Source: an optimization exercise on an open RTL-to-GDS flow (aim: a short achievable clock period and few clock cycles per item). Production flows keep margins and buffers that such runs may drop.
In this exercise RTL edits were held to simulation tests only and were not proved equivalent to the original.
No driver is modelled on the clock port, so clocking that relies on it looks cheaper here than on a real chip.

==> job 2418 <==
## datapath
module datapath
(
    input  logic        CLK,
    input  logic        reset,
    output logic        imem_valid,
    output logic [31:0] imem_addr,
    input  logic        imem_ready,
    input  logic [31:0] imem_load,
    output logic        dmem_valid,
    output logic        dmem_write,
    output logic [31:0] dmem_addr,
    output logic [31:0] dmem_store,
    input  logic        dmem_ready,
    input  logic [31:0] dmem_load,
    output logic        halt
);
Settings: LEC_CHECK=0, CAP_MARGIN=20, CORE_MARGIN=2, CORE_UTILIZATION=40, SLEW_MARGIN=20; clock period 7.5 ns.
standard.sh (not shown) runs the stock make flow with config.mk's settings and CLKGATE_MAP_FILE= SYNTH_SCRIPT=/design/flow/synth_recipe.tcl, a recipe that flattens the netlist after the stock synthesis.
==> flow/flow/run.sh <==
#!/bin/bash
# Standard layout with stronger port buffers, timing repair free to change a
# cell's footprint, and extra setup repair passes after CTS. Logs: make's
# output in flow_make_*.log here, each ORFS step's log under orfs/logs, and
# the extra repair in extra_repair.log.
set -euo pipefail
here=$(pwd)
args=(
    MATCH_CELL_FOOTPRINT=0
    "BUFFER_PORTS_ARGS=-buffer_cell sky130_fd_sc_hd__buf_8"
    SETUP_SLACK_MARGIN=4.8
    TNS_END_PERCENT=100
    GPL_TIMING_DRIVEN=1
    CORE_UTILIZATION=35
)
bash standard.sh "${args[@]}" cts > flow_make_cts.log 2>&1
res=$(ls -d "$here"/orfs/results/*/datapath/base)
RES_DIR=$res openroad -no_init -exit "$here/flow/extra_repair.tcl" > extra_repair.log 2>&1
bash standard.sh "${args[@]}" finish > flow_make_finish.log 2>&1
==> flow/flow/extra_repair.tcl <==
# More setup repair on the clock-tree-built placement, then legalize and
# write it back for global routing to pick up.
set plat $::env(FLOW_HOME)/platforms/sky130hd
set res $::env(RES_DIR)
read_db $res/4_cts.odb
read_liberty $plat/lib/sky130_fd_sc_hd__tt_025C_1v80.lib
read_sdc $res/4_cts.sdc
set_propagated_clock [all_clocks]
source $plat/setRC.tcl
set_dont_use [list sky130_fd_sc_hd__probe_p_8 sky130_fd_sc_hd__probec_p_8 sky130_fd_sc_hd__lpflow_*]
estimate_parasitics -placement
report_worst_slack -max
repair_timing -setup -setup_margin 4.8 -repair_tns 100 -sequence "sizeup,swap,buffer,clone,split"
report_worst_slack -max
repair_timing -setup -setup_margin 4.8 -repair_tns 100
report_worst_slack -max
detailed_placement
check_placement
estimate_parasitics -placement
repair_timing -hold -hold_margin 0.05
report_worst_slack -max
report_worst_slack -min
write_db $res/4_cts.odb
==> job 5048 (differences from job 2418) <==
--- a/flow/design.v
+++ b/flow/design.v
@@ -177,21 +177,16 @@
     input  logic [31:0] a,
     input  logic [31:0] b,
     output logic [31:0] result
 );
     logic [31:0] sum;
     logic        lt;
     logic unused_cout;
-    prefix_add #(.W(32)) adder (
-        .a    (a),
-        .b    (b),
-        .cin  (op_sub),
-        .sum  (sum),
-        .cout (unused_cout)
-    );
+    assign sum = a + b + {31'd0, op_sub};
+    assign unused_cout = 1'b0;
     assign lt  = (a[31] == b[31]) ? a[31] : sum[31];
     assign result = ({32{op_add}} & sum)
                   | ({32{op_and}} & (a & b))
                   | ({32{op_or}}  & (a | b))
                   | {31'd0, op_slt & lt};
 endmodule
 `default_nettype wire
@@ -340,15 +335,15 @@
     assign dmem_store = exmem_store;
     assign halt       = halt_q;
     logic        mem_fail;
     logic [31:0] mem_result;
     assign mem_fail   = exmem_req && !dmem_ready;
     assign mem_result = exmem_ld ? dmem_load : exmem_alu;
     logic [31:0] ex_a, ex_b, alu_b, ex_result;
-    logic        ex_eq, ex_mispredict;
+    logic        eq_eb, eq_ae, eq_ab, ex_eq, ex_mispredict;
     assign ex_a  = idex_fa ? exmem_alu : idex_a;
     assign ex_b  = idex_fb ? exmem_alu : idex_b;
     assign alu_b = ({32{idex_bs_e}}  & exmem_alu)
                  | ({32{idex_bs_ne}} & ~exmem_alu)
                  | ({32{idex_bs_x}}  & idex_bx);
     alu ex_alu (
         .op_add (idex_add),
@@ -356,15 +351,25 @@
         .op_and (idex_and),
         .op_or  (idex_or),
         .op_slt (idex_slt),
         .a      (ex_a),
         .b      (alu_b),
         .result (ex_result)
     );
-    assign ex_eq = idex_a == idex_b;
+    assign eq_eb = exmem_alu == idex_b;
+    assign eq_ae = idex_a == exmem_alu;
+    assign eq_ab = idex_a == idex_b;
+    always_comb begin
+        case ({idex_fa, idex_fb})
+            2'b11:   ex_eq = 1'b1;
+            2'b10:   ex_eq = eq_eb;
+            2'b01:   ex_eq = eq_ae;
+            default: ex_eq = eq_ab;
+        endcase
+    end
     assign ex_mispredict = idex_br && (ex_eq != idex_flip);
     logic        id_uses_rs, id_uses_rt, id_we, id_alu_src, id_zero_a;
     logic        id_add, id_sub, id_and, id_or, id_slt;
     logic        id_ld, id_st, id_halt, id_jump, id_br, id_bne, id_pred;
     logic [4:0]  id_wsel;
     logic [31:0] id_imm;
     logic [4:0]  id_rs, id_rt;
@@ -442,58 +447,54 @@
             id_b = mem_result;
         end else if (fb_rf) begin
             id_b = memwb_res;
         end else begin
             id_b = rf_b;
         end
     end
-    logic        id_hazard;
     logic        id_stall_raw;  
     logic        id_kill;       
     logic        id_go;         
     logic        id_refetch;
     logic        id_halting;
     logic [31:0] id_br_target;
     logic        id_wrapfix;    
-    logic        id_pred_eff;   
     logic        id_addiu;
     logic [31:0] id_negimm;
     logic        prod_zero;     
     logic        id_early;      
     logic        id_taken;
     logic        id_fix;        
-    assign id_hazard    = load_use || (id_br && (fa_mem || fb_mem) && !(id_early && id_pred_eff));
-    assign id_stall_raw = ifid_v && id_hazard;
+    assign id_stall_raw = ifid_v && load_use;
     assign id_kill      = replay_q || ex_mispredict;
-    assign id_go        = ifid_v && !id_hazard && !id_kill;
+    assign id_go        = ifid_v && !load_use && !id_kill;
     assign id_refetch   = ifid_fail && !ex_mispredict;
     assign id_halting   = ifid_v && id_halt;
     prefix_add #(.W(30)) br_adder (
         .a    (ifid_pc4[31:2]),
         .b    ({{14{ifid_instr[15]}}, ifid_instr[15:0]}),
         .cin  (1'b0),
         .sum  (id_br_target[31:2]),
         .cout ()
     );
     assign id_br_target[1:0] = ifid_pc4[1:0];
-    assign id_wrapfix  = ifid_v && ifid_wrap && !id_hazard;
-    assign id_pred_eff = ifid_pred && !ifid_wrap;
+    assign id_wrapfix = ifid_v && ifid_wrap && !load_use;
     assign id_addiu = ifid_instr[31:26] == cpu_types_pkg::OP_ADDIU;
     prefix_add #(.W(32)) neg_adder (
         .a    (~{{16{ifid_instr[15]}}, ifid_instr[15:0]}),
         .b    (32'd0),
         .cin  (1'b1),
         .sum  (id_negimm),
         .cout ()
     );
     assign prod_zero = idex_a == idex_negimm;
     assign id_early  = ifid_v && id_br && id_rt == 5'd0
                     && idex_v && idex_addiu && !idex_fa && idex_we && idex_wsel == id_rs;
     assign id_taken  = id_bne ? !prod_zero : prod_zero;
-    assign id_fix    = id_early && id_pred_eff && !id_taken;
+    assign id_fix    = id_early && (id_taken != ifid_pred);
     logic        if_taken;
     logic        if_br_taken;
     logic        if_wrap;
     logic        if_redirect;
     logic        pc_hold;
     logic [31:0] if_target, pc_plus4, pc_seq, pc_next;
     prefix_add #(.W(30)) pc_inc (
@@ -522,30 +523,31 @@
             pc_seq = ifid_pc;
         end else if (pc_hold) begin
             pc_seq = pc_q;
         end else begin
             pc_seq = pc_plus4;
         end
         if (ex_mispredict || id_wrapfix || id_fix) begin
-            pc_next = ex_mispredict ? idex_alt : ifid_pc4;
+            pc_next = ex_mispredict ? idex_alt
+                    : (id_fix && !id_taken) ? ifid_pc4 : id_br_target;
         end else if (if_redirect) begin
             pc_next = if_target;
         end else begin
             pc_next = pc_seq;
         end
     end
     always_ff @(posedge CLK) begin
         if (reset) begin
             pc_q <= cpu_types_pkg::PC_INIT;
         end else begin
             pc_q <= pc_next;
         end
     end
     always_ff @(posedge CLK) begin
-        if (reset || mem_fail || id_kill || id_refetch || id_wrapfix || id_fix || (id_halting && !id_hazard) || fetch_stop_q) begin
+        if (reset || mem_fail || id_kill || id_refetch || id_wrapfix || id_fix || (id_halting && !load_use) || fetch_stop_q) begin
             ifid_v    <= 1'b0;
             ifid_fail <= 1'b0;
         end else if (!id_stall_raw) begin
             ifid_v    <= imem_ready;
             ifid_fail <= !imem_ready;
         end
     end
@@ -563,39 +565,39 @@
             fetch_stop_q <= 1'b0;
         end else if (id_go && id_halt) begin
             fetch_stop_q <= 1'b1;
         end
     end
     always_ff @(posedge CLK) begin
         idex_v  <= !reset && id_go && !mem_fail;
-        idex_br <= !reset && id_go && !mem_fail && id_br && !(id_early && id_pred_eff);
+        idex_br <= !reset && id_go && !mem_fail && id_br && !id_early;
     end
     always_ff @(posedge CLK) begin
         idex_we    <= id_we;
         idex_wsel  <= id_wsel;
         idex_ld    <= id_ld;
         idex_st    <= id_st;
         idex_halt  <= id_halt;
         idex_addiu <= id_addiu;
         idex_negimm <= id_negimm;
-        idex_flip  <= id_bne ^ id_pred_eff;
+        idex_flip  <= id_bne ^ ifid_pred;
         idex_add   <= id_add;
         idex_sub   <= id_sub;
         idex_and   <= id_and;
         idex_or    <= id_or;
         idex_slt   <= id_slt;
         idex_fa    <= fa_mem && !id_zero_a;
         idex_fb    <= fb_mem;
         idex_bs_e  <= fb_mem && !id_alu_src && !id_sub;
         idex_bs_ne <= fb_mem && !id_alu_src && id_sub;
         idex_bs_x  <= !(fb_mem && !id_alu_src);
         idex_a     <= id_a;
         idex_b     <= id_b;
         idex_bx    <= id_alu_src ? id_imm : (id_sub ? ~id_b : id_b);
-        idex_alt   <= id_pred_eff ? ifid_pc4 : id_br_target;
+        idex_alt   <= ifid_pred ? ifid_pc4 : id_br_target;
         idex_pc    <= ifid_pc;
     end
     always_ff @(posedge CLK) begin
         exmem_v   <= !reset && idex_v && !mem_fail;
         exmem_req <= !reset && idex_v && !mem_fail && (idex_ld || idex_st);
     end
     always_ff @(posedge CLK) begin
==> job 7307 (differences from job 2418) <==
--- a/flow/design.v
+++ b/flow/design.v
@@ -135,38 +135,36 @@
 module fetch_predecode
 (
     input  logic [31:0] instr,
     input  logic [31:0] pc,
     input  logic [31:0] pc_plus4,
     output logic        taken,        
     output logic        br_taken,     
-    output logic        wrap,         
     output logic [31:0] target
 );
     logic        jump;
     logic        beq;
     logic        bne;
     logic [8:0]  lo;                  
+    logic        near;
     assign jump  = instr[31:26] == cpu_types_pkg::OP_J;
     assign beq   = instr[31:26] == cpu_types_pkg::OP_BEQ;
     assign bne   = instr[31:26] == cpu_types_pkg::OP_BNE;
-    assign br_taken = ((bne && instr[25:21] != instr[20:16])
-                    || (beq && (instr[15] || instr[25:21] == instr[20:16])))
-                   && instr[15:8] == {8{instr[7]}};
-    assign taken    = jump || br_taken;
     prefix_add #(.W(8)) lo_adder (
         .a    (pc[9:2]),
         .b    (instr[7:0]),
         .cin  (1'b1),
         .sum  (lo[7:0]),
         .cout (lo[8])
     );
-    assign wrap   = lo[8] != instr[7];
-    assign target = jump ? {pc_plus4[31:28], instr[25:0], 2'b00}
-                         : {pc[31:10], lo[7:0], 2'b00};
+    assign near = (instr[15:8] == {8{instr[7]}}) && (lo[8] == instr[7]);
+    assign br_taken = (bne || (beq && instr[15])) && near;
+    assign taken    = jump || br_taken;
+    assign target   = jump ? {pc_plus4[31:28], instr[25:0], 2'b00}
+                           : {pc[31:10], lo[7:0], 2'b00};
 endmodule
 `default_nettype wire
 `timescale 1ns/1ps
 `default_nettype none
 module alu
 (
     input  logic        op_add,    
@@ -289,26 +287,23 @@
     logic [31:0] pc_q;
     logic        fetch_stop_q;    
     logic        halt_q;
     logic        replay_q;        
     logic        ifid_v;          
     logic        ifid_fail;       
     logic        ifid_pred;       
-    logic        ifid_wrap;       
     logic [31:0] ifid_instr;
     logic [31:0] ifid_pc;
     logic [31:0] ifid_pc4;
     logic        idex_v;
     logic        idex_we;
     logic [4:0]  idex_wsel;
     logic        idex_ld;
     logic        idex_st;
     logic        idex_halt;
-    logic        idex_addiu;      
-    logic [31:0] idex_negimm;
     logic        idex_br;         
     logic        idex_flip;       
     logic        idex_add, idex_sub, idex_and, idex_or, idex_slt;
     logic        idex_fa;         
     logic        idex_fb;         
     logic        idex_bs_e;       
     logic        idex_bs_ne;      
@@ -340,15 +335,15 @@
     assign dmem_store = exmem_store;
     assign halt       = halt_q;
     logic        mem_fail;
     logic [31:0] mem_result;
     assign mem_fail   = exmem_req && !dmem_ready;
     assign mem_result = exmem_ld ? dmem_load : exmem_alu;
     logic [31:0] ex_a, ex_b, alu_b, ex_result;
-    logic        ex_eq, ex_mispredict;
+    logic        eq_eb, eq_ae, eq_ab, ex_eq, ex_mispredict;
     assign ex_a  = idex_fa ? exmem_alu : idex_a;
     assign ex_b  = idex_fb ? exmem_alu : idex_b;
     assign alu_b = ({32{idex_bs_e}}  & exmem_alu)
                  | ({32{idex_bs_ne}} & ~exmem_alu)
                  | ({32{idex_bs_x}}  & idex_bx);
     alu ex_alu (
         .op_add (idex_add),
@@ -356,15 +351,25 @@
         .op_and (idex_and),
         .op_or  (idex_or),
         .op_slt (idex_slt),
         .a      (ex_a),
         .b      (alu_b),
         .result (ex_result)
     );
-    assign ex_eq = idex_a == idex_b;
+    assign eq_eb = exmem_alu == idex_b;
+    assign eq_ae = idex_a == exmem_alu;
+    assign eq_ab = idex_a == idex_b;
+    always_comb begin
+        case ({idex_fa, idex_fb})
+            2'b11:   ex_eq = 1'b1;
+            2'b10:   ex_eq = eq_eb;
+            2'b01:   ex_eq = eq_ae;
+            default: ex_eq = eq_ab;
+        endcase
+    end
     assign ex_mispredict = idex_br && (ex_eq != idex_flip);
     logic        id_uses_rs, id_uses_rt, id_we, id_alu_src, id_zero_a;
     logic        id_add, id_sub, id_and, id_or, id_slt;
     logic        id_ld, id_st, id_halt, id_jump, id_br, id_bne, id_pred;
     logic [4:0]  id_wsel;
     logic [31:0] id_imm;
     logic [4:0]  id_rs, id_rt;
@@ -442,61 +447,35 @@
             id_b = mem_result;
         end else if (fb_rf) begin
             id_b = memwb_res;
         end else begin
             id_b = rf_b;
         end
     end
-    logic        id_hazard;
     logic        id_stall_raw;  
     logic        id_kill;       
     logic        id_go;         
     logic        id_refetch;
     logic        id_halting;
     logic [31:0] id_br_target;
-    logic        id_wrapfix;    
-    logic        id_pred_eff;   
-    logic        id_addiu;
-    logic [31:0] id_negimm;
-    logic        prod_zero;     
-    logic        id_early;      
-    logic        id_taken;
-    logic        id_fix;        
-    assign id_hazard    = load_use || (id_br && (fa_mem || fb_mem) && !(id_early && id_pred_eff));
-    assign id_stall_raw = ifid_v && id_hazard;
+    assign id_stall_raw = ifid_v && load_use;
     assign id_kill      = replay_q || ex_mispredict;
-    assign id_go        = ifid_v && !id_hazard && !id_kill;
+    assign id_go        = ifid_v && !load_use && !id_kill;
     assign id_refetch   = ifid_fail && !ex_mispredict;
     assign id_halting   = ifid_v && id_halt;
     prefix_add #(.W(30)) br_adder (
         .a    (ifid_pc4[31:2]),
         .b    ({{14{ifid_instr[15]}}, ifid_instr[15:0]}),
         .cin  (1'b0),
         .sum  (id_br_target[31:2]),
         .cout ()
     );
     assign id_br_target[1:0] = ifid_pc4[1:0];
-    assign id_wrapfix  = ifid_v && ifid_wrap && !id_hazard;
-    assign id_pred_eff = ifid_pred && !ifid_wrap;
-    assign id_addiu = ifid_instr[31:26] == cpu_types_pkg::OP_ADDIU;
-    prefix_add #(.W(32)) neg_adder (
-        .a    (~{{16{ifid_instr[15]}}, ifid_instr[15:0]}),
-        .b    (32'd0),
-        .cin  (1'b1),
-        .sum  (id_negimm),
-        .cout ()
-    );
-    assign prod_zero = idex_a == idex_negimm;
-    assign id_early  = ifid_v && id_br && id_rt == 5'd0
-                    && idex_v && idex_addiu && !idex_fa && idex_we && idex_wsel == id_rs;
-    assign id_taken  = id_bne ? !prod_zero : prod_zero;
-    assign id_fix    = id_early && id_pred_eff && !id_taken;
     logic        if_taken;
     logic        if_br_taken;
-    logic        if_wrap;
     logic        if_redirect;
     logic        pc_hold;
     logic [31:0] if_target, pc_plus4, pc_seq, pc_next;
     prefix_add #(.W(30)) pc_inc (
         .a    (pc_q[31:2]),
         .b    (30'd0),
         .cin  (1'b1),
@@ -506,96 +485,92 @@
     assign pc_plus4[1:0] = pc_q[1:0];
     fetch_predecode pd (
         .instr    (imem_load),
         .pc       (pc_q),
         .pc_plus4 (pc_plus4),
         .taken    (if_taken),
         .br_taken (if_br_taken),
-        .wrap     (if_wrap),
         .target   (if_target)
     );
     assign pc_hold     = id_stall_raw || fetch_stop_q || id_halting;
     assign if_redirect = imem_ready && if_taken && !replay_q && !ifid_fail && !pc_hold;
     always_comb begin
         if (replay_q) begin
             pc_seq = memwb_pc;
         end else if (ifid_fail) begin
             pc_seq = ifid_pc;
         end else if (pc_hold) begin
             pc_seq = pc_q;
         end else begin
             pc_seq = pc_plus4;
         end
-        if (ex_mispredict || id_wrapfix || id_fix) begin
-            pc_next = ex_mispredict ? idex_alt : ifid_pc4;
+        if (ex_mispredict) begin
+            pc_next = idex_alt;
         end else if (if_redirect) begin
             pc_next = if_target;
         end else begin
             pc_next = pc_seq;
         end
     end
     always_ff @(posedge CLK) begin
         if (reset) begin
             pc_q <= cpu_types_pkg::PC_INIT;
         end else begin
             pc_q <= pc_next;
         end
     end
     always_ff @(posedge CLK) begin
-        if (reset || mem_fail || id_kill || id_refetch || id_wrapfix || id_fix || (id_halting && !id_hazard) || fetch_stop_q) begin
+        if (reset || mem_fail || id_kill || id_refetch || (id_halting && !load_use) || fetch_stop_q) begin
             ifid_v    <= 1'b0;
             ifid_fail <= 1'b0;
         end else if (!id_stall_raw) begin
             ifid_v    <= imem_ready;
             ifid_fail <= !imem_ready;
         end
     end
     always_ff @(posedge CLK) begin
         if (!id_stall_raw) begin
             ifid_pred  <= if_br_taken;
-            ifid_wrap  <= if_br_taken && if_wrap;
             ifid_instr <= imem_load;
             ifid_pc    <= pc_q;
             ifid_pc4   <= pc_plus4;
         end
     end
     always_ff @(posedge CLK) begin
         if (reset || mem_fail || replay_q) begin
             fetch_stop_q <= 1'b0;
         end else if (id_go && id_halt) begin
             fetch_stop_q <= 1'b1;
         end
     end
     always_ff @(posedge CLK) begin
         idex_v  <= !reset && id_go && !mem_fail;
-        idex_br <= !reset && id_go && !mem_fail && id_br && !(id_early && id_pred_eff);
+        idex_br <= !reset && id_go && !mem_fail && id_br;
     end
     always_ff @(posedge CLK) begin
         idex_we    <= id_we;
         idex_wsel  <= id_wsel;
         idex_ld    <= id_ld;
         idex_st    <= id_st;
         idex_halt  <= id_halt;
-        idex_addiu <= id_addiu;
-        idex_negimm <= id_negimm;
-        idex_flip  <= id_bne ^ id_pred_eff;
+        idex_flip  <= id_bne ^ ifid_pred;
         idex_add   <= id_add;
         idex_sub   <= id_sub;
         idex_and   <= id_and;
         idex_or    <= id_or;
         idex_slt   <= id_slt;
         idex_fa    <= fa_mem && !id_zero_a;
         idex_fb    <= fb_mem;
         idex_bs_e  <= fb_mem && !id_alu_src && !id_sub;
         idex_bs_ne <= fb_mem && !id_alu_src && id_sub;
         idex_bs_x  <= !(fb_mem && !id_alu_src);
         idex_a     <= id_a;
         idex_b     <= id_b;
         idex_bx    <= id_alu_src ? id_imm : (id_sub ? ~id_b : id_b);
-        idex_alt   <= id_pred_eff ? ifid_pc4 : id_br_target;
+        idex_alt   <= ifid_pred ? ifid_pc4 : id_br_target;
         idex_pc    <= ifid_pc;
     end
     always_ff @(posedge CLK) begin
         exmem_v   <= !reset && idex_v && !mem_fail;
         exmem_req <= !reset && idex_v && !mem_fail && (idex_ld || idex_st);
     end
     always_ff @(posedge CLK) begin
==> flow/run.sh (new file) <==
#!/bin/bash
# synth_recipe.tcl (not shown) runs the flow's synth.tcl, then flattens the netlist and writes it again
# the make line also repeats each setting of config.mk as NAME=value (left out here)
make -C /OpenROAD-flow-scripts/flow DESIGN_CONFIG=/design/flow/config.mk WORK_HOME=/design/flow/orfs CLKGATE_MAP_FILE= SYNTH_SCRIPT=/design/flow/synth_recipe.tcl finish
==> flow/config.mk (replaced) <==
export PLATFORM = sky130hd
export DESIGN_NAME = datapath
export DESIGN_NICKNAME = datapath
export VERILOG_FILES = /design/flow/design.v
export SDC_FILE = /design/flow/constraint.sdc
export NUM_CORES = 4
export LEC_CHECK = 0
export CAP_MARGIN = 20
export CORE_MARGIN = 2
export CORE_UTILIZATION = 35
export GPL_TIMING_DRIVEN = 1
export SETUP_SLACK_MARGIN = 4.8
export SLEW_MARGIN = 20
export TNS_END_PERCENT = 100
removed: flow/flow/run.sh
removed: flow/flow/extra_repair.tcl
removed: flow/standard.sh
==> flow_summary.ini <==
[die]
die_x_microns = 457
rows = 166

[layout]
n_fill_cell = 17700
inv_count = 164

[outcome]
outcome = finished clean

[pwr]
swShare = 0.244
p_leak_nw = 31.2
finalPower_mw = 18.9

[timing]
period_minus_slack_ns = 3.46

[cts]
cts_resized = 1142
-- figures above: job 7307

==> flow_summary.ini <==
[outcome]
outcome = finished clean

[die]
rows = 167
die_x_microns = 461

[pwr]
finalPower_mw = 19.3
p_leak_nw = 33.0
swShare = 0.244

[layout]
n_fill_cell = 17700
inv_count = 123

[cts]
cts_resized = 762

[timing]
period_minus_slack_ns = 3.38

[logic_synthesis]
mappedNetlistArea_sq_um = 73000
-- figures above: job 2418

==> flow_summary.ini <==
[outcome]
outcome = finished clean

[layout]
n_fill_cell = 17800

[pwr]
p_leak_nw = 32.9
swShare = 0.245
finalPower_mw = 19.3

[cts]
cts_resized = 797

[timing]
period_minus_slack_ns = 3.44
-- figures above: job 5048

Testbench counts of job 2418, summed over its fixed seeds: cycles 26,419, instrs 25,067.
Testbench counts of job 5048, summed over its fixed seeds: cycles 26,333, instrs 25,067.
Testbench counts of job 7307, summed over its fixed seeds: cycles 27,022, instrs 25,067.

==> port drivers added, routing unchanged <==
In the flow no input, the clock included, has a driving cell. The finished layouts below were timed again as built, in two steps. Step 1, drivers: a clkbuf_16 drives CLK and a buf_2 each remaining input, both assumed. Step 2 moves the port delays by t, midway between the first and last clock arrival at a register: inputs arrive t later, outputs are due t later. That takes back most of the time a late clock gives input paths. Slacks: no drivers / after step 1 / after step 2; pairs: no drivers / after step 1.
run | t, ns | setup WS [ns] | worst register clock-pin slew, ns | worst slew at a driven data input, ns | cell pins on the clock port's net
job 2418 | 0.912 | 4.122 / 4.122 / 3.492 | 0.07 / 0.07 | 0.14 | 1
job 5048 | 0.901 | 4.056 / 4.056 / 3.469 | 0.07 / 0.07 | 0.14 | 1
job 7307 | 0.887 | 4.044 / 4.044 / 3.272 | 0.07 / 0.07 | 0.13 | 1
After both steps every run listed still meets setup and hold. For job 7307, which loses most, drivers alone change the setup slack by 0.000 ns; drivers and shift together by -0.772 ns.
